Source: an optimization exercise on an open RTL-to-GDS flow (aim: small area, a short achievable clock period and few clock cycles per item). Production flows keep margins and buffers that such runs may drop. Only simulation tests tie the RTL to the original design; equivalence was not proved.

==> branch violet: inputs <==
Design bucketed_hash_set, start of the top module:
module bucketed_hash_set #(
    parameter int SLOTS = DEF_SLOTS_PER_BUCKET
) (
    input  logic             i_clk,
    input  logic             i_rst_n,
    input  logic             i_req_valid,
    output logic             o_req_ready,
    input  logic [CMD_W-1:0] i_req_command,
    input  logic [KEY_W-1:0] i_req_key,
    output logic             o_rsp_valid,
    input  logic             i_rsp_ready,
    output logic [STS_W-1:0] o_rsp_status
);
export LEC_CHECK = 0
export CAP_MARGIN = 20
export CORE_MARGIN = 2
export CORE_UTILIZATION = 40
export CTS_CLUSTER_DIAMETER = 100
export CTS_CLUSTER_SIZE = 20
export SLEW_MARGIN = 20
export SYNTH_MEMORY_MAX_BITS = 16384
create_clock -name core_clock -period 8.5 [get_ports {i_clk}]
standard.sh (not shown) runs the stock make flow with config.mk's settings and CLKGATE_MAP_FILE= SYNTH_SCRIPT=/design/flow/synth_recipe.tcl, a recipe that flattens the netlist after the stock synthesis.
==> flow/flow/run.sh <==
#!/bin/bash
set -euo pipefail
bash standard.sh SETUP_SLACK_MARGIN=5.3 finish > flow_make.log 2>&1
==> branch lagoon (differences from branch violet) <==
--- a/flow/design.v
+++ b/flow/design.v
@@ -63,13 +63,13 @@
     input  logic             i_clk,
     input  logic             i_rst_n,
     input  logic [2:0]       i_phase,
     input  logic [ROW_N-1:0] i_rd_sel,
     input  logic [4:0]       i_rd_row,
     input  logic [TAG_W-1:0] i_rd_tag,
-    output logic [3*SLOTS-1:0] o_rd_part,
+    output logic [4*SLOTS-1:0] o_rd_part,
     output logic [SLOTS-1:0] o_rd_ovr,
     output logic [SLOTS-1:0] o_rd_oeq,
     input  logic [ROW_N-1:0] i_vl_sel,
     output logic [SLOTS-1:0] o_vl_valid,
     input  logic             i_wr_en,
     input  logic [ROW_N-1:0] i_wr_sel,
@@ -83,24 +83,27 @@
     output logic             o_ovf,
     output logic             o_ovf_stay
 );
     localparam int PEND_N = 4;
     logic [SLOTS*TAG_W-1:0] ring  [ROW_N];
     logic [SLOTS-1:0]       vring [ROW_N];
+    logic [ROW_N-1:0]       r_vw_we;
+    logic [SLOTS-1:0]       r_vw_data;
     logic [PEND_N-1:0]      pend_v;
     logic [4:0]             pend_row [PEND_N];
     logic [2:0]             pend_ph  [PEND_N];
     logic [TAG_W-1:0]       pend_tag [PEND_N];
     logic [PEND_N-1:0]      r_ld;
     logic [ROW_N-1:0]       r_ld_we;
     logic [TAG_W-1:0]       r_ld_tag;
     logic                   ovf_v;
     logic [SLOTS-1:0]       r_ph_busy;
     logic                   r_any_free;
     logic [SLOTS-1:0]       r_avail;
     logic [SLOTS-1:0]       w_avail_n;
+    logic [SLOTS-1:0]       w_busy_old;
     logic [SLOTS-1:0]       w_busy_n;
     logic                   w_free_n;
     logic [2:0]             w_new_ph;
     logic [4:0]             ovf_row;
     logic [2:0]             ovf_ph;
     logic [TAG_W-1:0]       ovf_tag;
@@ -150,17 +153,25 @@
         for (int r = 0; r < ROW_N; r++) begin
             ring[r][TAG_W-1:0] <= r_ld_we[r] ? r_ld_tag : ring[r][SLOTS*TAG_W-1 -: TAG_W];
             ring[r][SLOTS*TAG_W-1:TAG_W] <= ring[r][(SLOTS-1)*TAG_W-1:0];
         end
     end
     always_ff @(posedge i_clk) begin
+        if (!i_rst_n) begin
+            r_vw_we <= '0;
+        end else begin
+            r_vw_we <= i_wr_en ? i_wr_sel : '0;
+        end
+        r_vw_data <= {i_wr_valid[SLOTS-2:0], i_wr_valid[SLOTS-1]};
+    end
+    always_ff @(posedge i_clk) begin
         for (int r = 0; r < ROW_N; r++) begin
             if (!i_rst_n) begin
                 vring[r] <= '0;
-            end else if (i_wr_en && i_wr_sel[r]) begin
-                vring[r] <= {i_wr_valid[SLOTS-3:0], i_wr_valid[SLOTS-1:SLOTS-2]};
+            end else if (r_vw_we[r]) begin
+                vring[r] <= {r_vw_data[SLOTS-3:0], r_vw_data[SLOTS-1:SLOTS-2]};
             end else begin
                 vring[r] <= {vring[r][SLOTS-2:0], vring[r][SLOTS-1]};
             end
         end
     end
     always_comb begin
@@ -187,17 +198,20 @@
                 if (pend_v[k] && !r_ld[k] && !w_ld_next[k] && pend_ph[k] == 3'(p))
                     w_busy_n[p] = 1'b1;
             end
             if (!((w_alloc[k] && w_new) || (pend_v[k] && !r_ld[k])) || w_ld_next[k])
                 w_free_n = 1'b1;
         end
+        w_busy_old = w_busy_n;
         for (int p = 0; p < SLOTS; p++) begin
             if (w_new && w_new_ph == 3'(p)) w_busy_n[p] = 1'b1;
         end
         for (int j = 0; j < SLOTS; j++) begin
-            w_avail_n[j] = w_free_n && !w_busy_n[3'(i_phase + 3'(7 - j))];
+            w_avail_n[j] = w_free_n && !w_busy_old[3'(i_phase + 3'(7 - j))]
+                        && !(w_park && i_wr_pick[(j + SLOTS - 1) % SLOTS])
+                        && !(w_drain && ovf_ph == 3'(i_phase + 3'(7 - j)));
         end
     end
     always_ff @(posedge i_clk) begin
         if (!i_rst_n) begin
             r_ph_busy  <= '0;
             r_any_free <= 1'b1;
@@ -246,14 +260,15 @@
         for (int r = 0; r < ROW_N; r++) begin
             w_rd_tags  = w_rd_tags  | ({(SLOTS*TAG_W){i_rd_sel[r]}} & ring[r]);
             o_vl_valid = o_vl_valid | ({SLOTS{i_vl_sel[r]}} & vring[r]);
         end
         for (int j = 0; j < SLOTS; j++) begin
             for (int g = 0; g < 3; g++) begin
-                o_rd_part[3*j+g] = (w_rd_tags[j*TAG_W+9*g +: 9] == i_rd_tag[9*g +: 9]);
+                o_rd_part[4*j+g] = (w_rd_tags[j*TAG_W+7*g +: 7] == i_rd_tag[7*g +: 7]);
             end
+            o_rd_part[4*j+3] = (w_rd_tags[j*TAG_W+21 +: 6] == i_rd_tag[21 +: 6]);
             w_rph[j] = i_phase + 3'(7 - j);
         end
         for (int k = 0; k < PEND_N; k++) begin
             w_pm[k] = pend_v[k] && (pend_row[k] == i_rd_row);
             w_pe[k] = (pend_tag[k] == i_rd_tag);
         end
@@ -380,28 +395,28 @@
     logic [11:0]      w0_m3p;
     logic [2:0]       w1_m3;
     logic [SLOTS-1:0] s3_ovr, s3_oeq;
     logic [SLOTS-1:0] w2_ovr, w2_oeq;
     logic [TAG_W-1:0] s2_tag, s3_tag;
     logic [ROW_N-1:0] s2_sel, s3_sel;
+    logic [ROW_N-1:0] b_sel;
     logic [4:0]       s2_row, s3_row;
     logic [SLOTS-1:0] s3_eq, s3_rv;
     logic             s3_fwd, s3_teq;
-    logic [SLOTS-1:0] p_vnew, p_ins, p2_ins;
+    logic [SLOTS-1:0] p_vnew, p_ins, p2_ins, p2_vnew;
     logic             b_v;
     logic [CMD_W-1:0] b_cmd;
     logic [TAG_W-1:0] b_tag;
-    logic [ROW_N-1:0] b_sel;
     logic [4:0]       b_row;
-    logic [3*SLOTS-1:0] b_part;
+    logic [4*SLOTS-1:0] b_part;
     logic [SLOTS-1:0] b_ovr, b_oeq;
     logic             b_fwd2, b_teq2;
     logic             s3_fwd2, s3_teq2;
-    logic [3*SLOTS-1:0] w2_part;
+    logic [4*SLOTS-1:0] w2_part;
     logic [SLOTS-1:0] wb_eq, wb_rv, wb_ovr, wb_oeq;
-    logic [SLOTS-1:0] w3_pi2;
+    logic [SLOTS-1:0] w3_pi2, w3_pv2;
     logic [2:0]       r_phase;
     logic [ROW_N-1:0] w1_sel;
     logic [TAG_W-1:0] w1_tag;
     logic [4:0]       w1_row;
     logic [4:0]       w1_nrow;
     logic [SLOTS-1:0] w3_v, w3_eq;
@@ -495,31 +510,37 @@
             b_v    <= s2_v;
             b_fwd2 <= s2_v && s3_v && (s2_row == s3_row);
         end
         if (!w_hold) begin
             b_cmd  <= s2_cmd;
             b_tag  <= s2_tag;
-            b_sel  <= s2_sel;
             b_row  <= s2_row;
             b_part <= w2_part;
             b_ovr  <= w2_ovr;
             b_oeq  <= w2_oeq;
             b_teq2 <= (s2_tag == s3_tag);
         end else begin
-            b_part <= {b_part[3*SLOTS-4:0], b_part[3*SLOTS-1 -: 3]};
+            b_part <= {b_part[4*SLOTS-5:0], b_part[4*SLOTS-1 -: 4]};
             b_ovr  <= {b_ovr[SLOTS-2:0], b_ovr[SLOTS-1]};
             b_oeq  <= {b_oeq[SLOTS-2:0], b_oeq[SLOTS-1]};
         end
     end
     always_comb begin
         for (int j = 0; j < SLOTS; j++) begin
-            wb_eq[(j + 1) % SLOTS] = &b_part[3*j +: 3];
+            wb_eq[(j + 1) % SLOTS] = &b_part[4*j +: 4];
         end
         wb_ovr = {b_ovr[SLOTS-2:0], b_ovr[SLOTS-1]};
         wb_oeq = {b_oeq[SLOTS-2:0], b_oeq[SLOTS-1]};
     end
+    always_comb begin
+        for (int i = 0; i < 8; i++)
+            for (int j = 0; j < 3; j++) begin
+                b_sel[3*i+j]  = (b_row  == {3'(i), 2'(j)});
+                s3_sel[3*i+j] = (s3_row == {3'(i), 2'(j)});
+            end
+    end
     always_ff @(posedge i_clk) begin
         if (!i_rst_n) begin
             s3_v    <= 1'b0;
             s3_fwd  <= 1'b0;
             s3_fwd2 <= 1'b0;
         end else if (!w_hold) begin
@@ -527,13 +548,12 @@
             s3_fwd  <= b_v && s3_v && (b_row == s3_row);
             s3_fwd2 <= b_fwd2;
         end
         if (!w_hold) begin
             s3_cmd  <= b_cmd;
             s3_tag  <= b_tag;
-            s3_sel  <= b_sel;
             s3_row  <= b_row;
             s3_eq   <= wb_eq;
             s3_ovr  <= wb_ovr;
             s3_oeq  <= wb_oeq;
             s3_rv   <= wb_rv;
             s3_teq  <= (b_tag == s3_tag);
@@ -546,14 +566,17 @@
         end
     end
     assign w3_dec = s3_v && !w_hold;
     assign w3_pv = {p_vnew[SLOTS-2:0], p_vnew[SLOTS-1]};
     assign w3_pi = {p_ins[SLOTS-2:0], p_ins[SLOTS-1]};
     assign w3_pi2 = {p2_ins[SLOTS-2:0], p2_ins[SLOTS-1]};
+    assign w3_pv2 = {p2_vnew[SLOTS-2:0], p2_vnew[SLOTS-1]};
     always_comb begin
-        w3_v = s3_fwd ? w3_pv : s3_rv;
+        if (s3_fwd)       w3_v = w3_pv;
+        else if (s3_fwd2) w3_v = w3_pv2;
+        else              w3_v = s3_rv;
         for (int s = 0; s < SLOTS; s++) begin
             if (s3_fwd && w3_pi[s])        w3_eq[s] = s3_teq;
             else if (s3_fwd2 && w3_pi2[s]) w3_eq[s] = s3_teq2;
             else if (s3_ovr[s])            w3_eq[s] = s3_oeq[s];
             else                    w3_eq[s] = s3_eq[s];
         end
@@ -574,16 +597,18 @@
     );
     always_ff @(posedge i_clk) begin
         if (!w_hold) begin
             p_vnew <= w3_new_valid;
             p_ins  <= w3_ins;
             p2_ins <= w3_pi;
+            p2_vnew <= w3_pv;
         end else begin
             p_vnew <= w3_pv;
             p_ins  <= w3_pi;
             p2_ins <= w3_pi2;
+            p2_vnew <= w3_pv2;
         end
     end
     always_comb begin
         w_occ_sh = w_pop ? (r_occ >> 1) : r_occ;
         for (int i = 0; i < CAP - 1; i++) begin
             w_q_sh[i] = w_pop ? r_q[i+1] : r_q[i];
==> flow/flow/run.sh (replaced) <==
#!/bin/bash
set -euo pipefail
bash standard.sh SETUP_SLACK_MARGIN=5.55 finish > flow_make.log 2>&1
CTS_CLUSTER_SIZE = 25   (was 20)
TNS_END_PERCENT = 10   (was unset)
==> branch pepper (differences from branch violet) <==
--- a/flow/design.v
+++ b/flow/design.v
@@ -63,13 +63,13 @@
     input  logic             i_clk,
     input  logic             i_rst_n,
     input  logic [2:0]       i_phase,
     input  logic [ROW_N-1:0] i_rd_sel,
     input  logic [4:0]       i_rd_row,
     input  logic [TAG_W-1:0] i_rd_tag,
-    output logic [3*SLOTS-1:0] o_rd_part,
+    output logic [4*SLOTS-1:0] o_rd_part,
     output logic [SLOTS-1:0] o_rd_ovr,
     output logic [SLOTS-1:0] o_rd_oeq,
     input  logic [ROW_N-1:0] i_vl_sel,
     output logic [SLOTS-1:0] o_vl_valid,
     input  logic             i_wr_en,
     input  logic [ROW_N-1:0] i_wr_sel,
@@ -83,24 +83,27 @@
     output logic             o_ovf,
     output logic             o_ovf_stay
 );
     localparam int PEND_N = 4;
     logic [SLOTS*TAG_W-1:0] ring  [ROW_N];
     logic [SLOTS-1:0]       vring [ROW_N];
+    logic [ROW_N-1:0]       r_vw_we;
+    logic [SLOTS-1:0]       r_vw_data;
     logic [PEND_N-1:0]      pend_v;
     logic [4:0]             pend_row [PEND_N];
     logic [2:0]             pend_ph  [PEND_N];
     logic [TAG_W-1:0]       pend_tag [PEND_N];
     logic [PEND_N-1:0]      r_ld;
     logic [ROW_N-1:0]       r_ld_we;
     logic [TAG_W-1:0]       r_ld_tag;
     logic                   ovf_v;
     logic [SLOTS-1:0]       r_ph_busy;
     logic                   r_any_free;
     logic [SLOTS-1:0]       r_avail;
     logic [SLOTS-1:0]       w_avail_n;
+    logic [SLOTS-1:0]       w_busy_old;
     logic [SLOTS-1:0]       w_busy_n;
     logic                   w_free_n;
     logic [2:0]             w_new_ph;
     logic [4:0]             ovf_row;
     logic [2:0]             ovf_ph;
     logic [TAG_W-1:0]       ovf_tag;
@@ -150,17 +153,25 @@
         for (int r = 0; r < ROW_N; r++) begin
             ring[r][TAG_W-1:0] <= r_ld_we[r] ? r_ld_tag : ring[r][SLOTS*TAG_W-1 -: TAG_W];
             ring[r][SLOTS*TAG_W-1:TAG_W] <= ring[r][(SLOTS-1)*TAG_W-1:0];
         end
     end
     always_ff @(posedge i_clk) begin
+        if (!i_rst_n) begin
+            r_vw_we <= '0;
+        end else begin
+            r_vw_we <= i_wr_en ? i_wr_sel : '0;
+        end
+        r_vw_data <= {i_wr_valid[SLOTS-2:0], i_wr_valid[SLOTS-1]};
+    end
+    always_ff @(posedge i_clk) begin
         for (int r = 0; r < ROW_N; r++) begin
             if (!i_rst_n) begin
                 vring[r] <= '0;
-            end else if (i_wr_en && i_wr_sel[r]) begin
-                vring[r] <= {i_wr_valid[SLOTS-3:0], i_wr_valid[SLOTS-1:SLOTS-2]};
+            end else if (r_vw_we[r]) begin
+                vring[r] <= {r_vw_data[SLOTS-3:0], r_vw_data[SLOTS-1:SLOTS-2]};
             end else begin
                 vring[r] <= {vring[r][SLOTS-2:0], vring[r][SLOTS-1]};
             end
         end
     end
     always_comb begin
@@ -187,17 +198,20 @@
                 if (pend_v[k] && !r_ld[k] && !w_ld_next[k] && pend_ph[k] == 3'(p))
                     w_busy_n[p] = 1'b1;
             end
             if (!((w_alloc[k] && w_new) || (pend_v[k] && !r_ld[k])) || w_ld_next[k])
                 w_free_n = 1'b1;
         end
+        w_busy_old = w_busy_n;
         for (int p = 0; p < SLOTS; p++) begin
             if (w_new && w_new_ph == 3'(p)) w_busy_n[p] = 1'b1;
         end
         for (int j = 0; j < SLOTS; j++) begin
-            w_avail_n[j] = w_free_n && !w_busy_n[3'(i_phase + 3'(7 - j))];
+            w_avail_n[j] = w_free_n && !w_busy_old[3'(i_phase + 3'(7 - j))]
+                        && !(w_park && i_wr_pick[(j + SLOTS - 1) % SLOTS])
+                        && !(w_drain && ovf_ph == 3'(i_phase + 3'(7 - j)));
         end
     end
     always_ff @(posedge i_clk) begin
         if (!i_rst_n) begin
             r_ph_busy  <= '0;
             r_any_free <= 1'b1;
@@ -246,14 +260,15 @@
         for (int r = 0; r < ROW_N; r++) begin
             w_rd_tags  = w_rd_tags  | ({(SLOTS*TAG_W){i_rd_sel[r]}} & ring[r]);
             o_vl_valid = o_vl_valid | ({SLOTS{i_vl_sel[r]}} & vring[r]);
         end
         for (int j = 0; j < SLOTS; j++) begin
             for (int g = 0; g < 3; g++) begin
-                o_rd_part[3*j+g] = (w_rd_tags[j*TAG_W+9*g +: 9] == i_rd_tag[9*g +: 9]);
+                o_rd_part[4*j+g] = (w_rd_tags[j*TAG_W+7*g +: 7] == i_rd_tag[7*g +: 7]);
             end
+            o_rd_part[4*j+3] = (w_rd_tags[j*TAG_W+21 +: 6] == i_rd_tag[21 +: 6]);
             w_rph[j] = i_phase + 3'(7 - j);
         end
         for (int k = 0; k < PEND_N; k++) begin
             w_pm[k] = pend_v[k] && (pend_row[k] == i_rd_row);
             w_pe[k] = (pend_tag[k] == i_rd_tag);
         end
@@ -380,28 +395,28 @@
     logic [11:0]      w0_m3p;
     logic [2:0]       w1_m3;
     logic [SLOTS-1:0] s3_ovr, s3_oeq;
     logic [SLOTS-1:0] w2_ovr, w2_oeq;
     logic [TAG_W-1:0] s2_tag, s3_tag;
     logic [ROW_N-1:0] s2_sel, s3_sel;
+    logic [ROW_N-1:0] b_sel;
     logic [4:0]       s2_row, s3_row;
     logic [SLOTS-1:0] s3_eq, s3_rv;
     logic             s3_fwd, s3_teq;
-    logic [SLOTS-1:0] p_vnew, p_ins, p2_ins;
+    logic [SLOTS-1:0] p_vnew, p_ins, p2_ins, p2_vnew;
     logic             b_v;
     logic [CMD_W-1:0] b_cmd;
     logic [TAG_W-1:0] b_tag;
-    logic [ROW_N-1:0] b_sel;
     logic [4:0]       b_row;
-    logic [3*SLOTS-1:0] b_part;
+    logic [4*SLOTS-1:0] b_part;
     logic [SLOTS-1:0] b_ovr, b_oeq;
     logic             b_fwd2, b_teq2;
     logic             s3_fwd2, s3_teq2;
-    logic [3*SLOTS-1:0] w2_part;
+    logic [4*SLOTS-1:0] w2_part;
     logic [SLOTS-1:0] wb_eq, wb_rv, wb_ovr, wb_oeq;
-    logic [SLOTS-1:0] w3_pi2;
+    logic [SLOTS-1:0] w3_pi2, w3_pv2;
     logic [2:0]       r_phase;
     logic [ROW_N-1:0] w1_sel;
     logic [TAG_W-1:0] w1_tag;
     logic [4:0]       w1_row;
     logic [4:0]       w1_nrow;
     logic [SLOTS-1:0] w3_v, w3_eq;
@@ -495,31 +510,37 @@
             b_v    <= s2_v;
             b_fwd2 <= s2_v && s3_v && (s2_row == s3_row);
         end
         if (!w_hold) begin
             b_cmd  <= s2_cmd;
             b_tag  <= s2_tag;
-            b_sel  <= s2_sel;
             b_row  <= s2_row;
             b_part <= w2_part;
             b_ovr  <= w2_ovr;
             b_oeq  <= w2_oeq;
             b_teq2 <= (s2_tag == s3_tag);
         end else begin
-            b_part <= {b_part[3*SLOTS-4:0], b_part[3*SLOTS-1 -: 3]};
+            b_part <= {b_part[4*SLOTS-5:0], b_part[4*SLOTS-1 -: 4]};
             b_ovr  <= {b_ovr[SLOTS-2:0], b_ovr[SLOTS-1]};
             b_oeq  <= {b_oeq[SLOTS-2:0], b_oeq[SLOTS-1]};
         end
     end
     always_comb begin
         for (int j = 0; j < SLOTS; j++) begin
-            wb_eq[(j + 1) % SLOTS] = &b_part[3*j +: 3];
+            wb_eq[(j + 1) % SLOTS] = &b_part[4*j +: 4];
         end
         wb_ovr = {b_ovr[SLOTS-2:0], b_ovr[SLOTS-1]};
         wb_oeq = {b_oeq[SLOTS-2:0], b_oeq[SLOTS-1]};
     end
+    always_comb begin
+        for (int i = 0; i < 8; i++)
+            for (int j = 0; j < 3; j++) begin
+                b_sel[3*i+j]  = (b_row  == {3'(i), 2'(j)});
+                s3_sel[3*i+j] = (s3_row == {3'(i), 2'(j)});
+            end
+    end
     always_ff @(posedge i_clk) begin
         if (!i_rst_n) begin
             s3_v    <= 1'b0;
             s3_fwd  <= 1'b0;
             s3_fwd2 <= 1'b0;
         end else if (!w_hold) begin
@@ -527,13 +548,12 @@
             s3_fwd  <= b_v && s3_v && (b_row == s3_row);
             s3_fwd2 <= b_fwd2;
         end
         if (!w_hold) begin
             s3_cmd  <= b_cmd;
             s3_tag  <= b_tag;
-            s3_sel  <= b_sel;
             s3_row  <= b_row;
             s3_eq   <= wb_eq;
             s3_ovr  <= wb_ovr;
             s3_oeq  <= wb_oeq;
             s3_rv   <= wb_rv;
             s3_teq  <= (b_tag == s3_tag);
@@ -546,14 +566,17 @@
         end
     end
     assign w3_dec = s3_v && !w_hold;
     assign w3_pv = {p_vnew[SLOTS-2:0], p_vnew[SLOTS-1]};
     assign w3_pi = {p_ins[SLOTS-2:0], p_ins[SLOTS-1]};
     assign w3_pi2 = {p2_ins[SLOTS-2:0], p2_ins[SLOTS-1]};
+    assign w3_pv2 = {p2_vnew[SLOTS-2:0], p2_vnew[SLOTS-1]};
     always_comb begin
-        w3_v = s3_fwd ? w3_pv : s3_rv;
+        if (s3_fwd)       w3_v = w3_pv;
+        else if (s3_fwd2) w3_v = w3_pv2;
+        else              w3_v = s3_rv;
         for (int s = 0; s < SLOTS; s++) begin
             if (s3_fwd && w3_pi[s])        w3_eq[s] = s3_teq;
             else if (s3_fwd2 && w3_pi2[s]) w3_eq[s] = s3_teq2;
             else if (s3_ovr[s])            w3_eq[s] = s3_oeq[s];
             else                    w3_eq[s] = s3_eq[s];
         end
@@ -574,16 +597,18 @@
     );
     always_ff @(posedge i_clk) begin
         if (!w_hold) begin
             p_vnew <= w3_new_valid;
             p_ins  <= w3_ins;
             p2_ins <= w3_pi;
+            p2_vnew <= w3_pv;
         end else begin
             p_vnew <= w3_pv;
             p_ins  <= w3_pi;
             p2_ins <= w3_pi2;
+            p2_vnew <= w3_pv2;
         end
     end
     always_comb begin
         w_occ_sh = w_pop ? (r_occ >> 1) : r_occ;
         for (int i = 0; i < CAP - 1; i++) begin
             w_q_sh[i] = w_pop ? r_q[i+1] : r_q[i];
==> flow/run.sh (new file) <==
#!/bin/bash
# synth_recipe.tcl (not shown) runs the flow's synth.tcl, then flattens the netlist and writes it again
# the make line also repeats each setting of config.mk as NAME=value (left out here)
make -C /OpenROAD-flow-scripts/flow DESIGN_CONFIG=/design/flow/config.mk WORK_HOME=/design/flow/orfs CLKGATE_MAP_FILE= SYNTH_SCRIPT=/design/flow/synth_recipe.tcl finish
SETUP_SLACK_MARGIN = 5.0   (was unset)
removed: flow/flow/run.sh
removed: flow/standard.sh
==> impl_metrics.csv <==
group,metric,value,unit
logic_synthesis,syn_area,175000,sq um
critical_path,r2r_start,"s2_sel[1]$_DFF_P_",
sta,layout_setup_ws,5.21,ns
cells_and_area,final-clk-cell-share,3.96,%
placed_design,gp_congestion,0.922,
status,status,"complete, no violations",
critical_path,slowest_delay,0.67,ns
floorplan,die_y,666,um
clocking,clk_latency,0.99,ns
power_and_ir_drop,power_density,235,nW/um^2
detailed_routing,met3_length,58.1,mm
the above is filed under branch lagoon

==> impl_metrics.csv <==
group,metric,value,unit
status,status,"complete, no violations",
cells_and_area,final-clk-cell-share,4.80,%
logic_synthesis,syn_area,175000,sq um
placed_design,gp_congestion,0.935,
floorplan,die_y,666,um
clocking,clk_latency,1.01,ns
critical_path,slowest_delay,0.52,ns
critical_path,crit_start,"s2_sel[19]$_DFF_P_",
sta,layout_setup_ws,4.92,ns
critical_path,r2r_start,"s2_sel[19]$_DFF_P_",
the above is filed under branch pepper

==> impl_metrics.csv <==
group,metric,value,unit
cells_and_area,final-clk-cell-share,4.74,%
critical_path,slowest_delay,0.57,ns
clocking,clk_latency,1.02,ns
placed_design,gp_congestion,0.897,
detailed_routing,met3_length,65.9,mm
floorplan,die_y,666,um
logic_synthesis,syn_area,175000,sq um
status,status,"complete, no violations",
the above is filed under branch violet

Testbench counts of branch violet, summed over its fixed seeds: cycles 24,216, items 24,000.
Testbench counts of branch lagoon, summed over its fixed seeds: cycles 24,216, items 24,000.
Testbench counts of branch pepper, summed over its fixed seeds: cycles 24,216, items 24,000.

## separate check: timing with driven ports
How much do the figures lean on ideal ports? The routed layouts below were timed once more, with nothing changed but the port constraints.
Step 1, drivers: a clkbuf_16 drives i_clk and a buf_2 each remaining input, both assumed.
Step 2 adds t to the input delays and takes it off the output delays; t is the mean of the earliest and latest rising clock arrival at the registers after step 1. Input paths then give back, and output paths get back, about the clock's delay inside the block.
a / b / c = no drivers / after step 1 / after step 2; a / b = the first two.
| run | shift t [ns] | slack for setup (ns) | cell pins on the clock port's net |
|---|---|---|---|
| branch violet | 1.109 | 4.971 / 4.971 / 4.616 | 1 |
| branch lagoon | 1.082 | 5.209 / 5.209 / 4.558 | 1 |
| branch pepper | 1.087 | 4.916 / 4.916 / 4.112 | 1 |
After both steps every run listed still meets setup and hold. The setup slack of branch pepper, which loses most, moves by 0.000 ns with the drivers and by -0.804 ns with both steps.
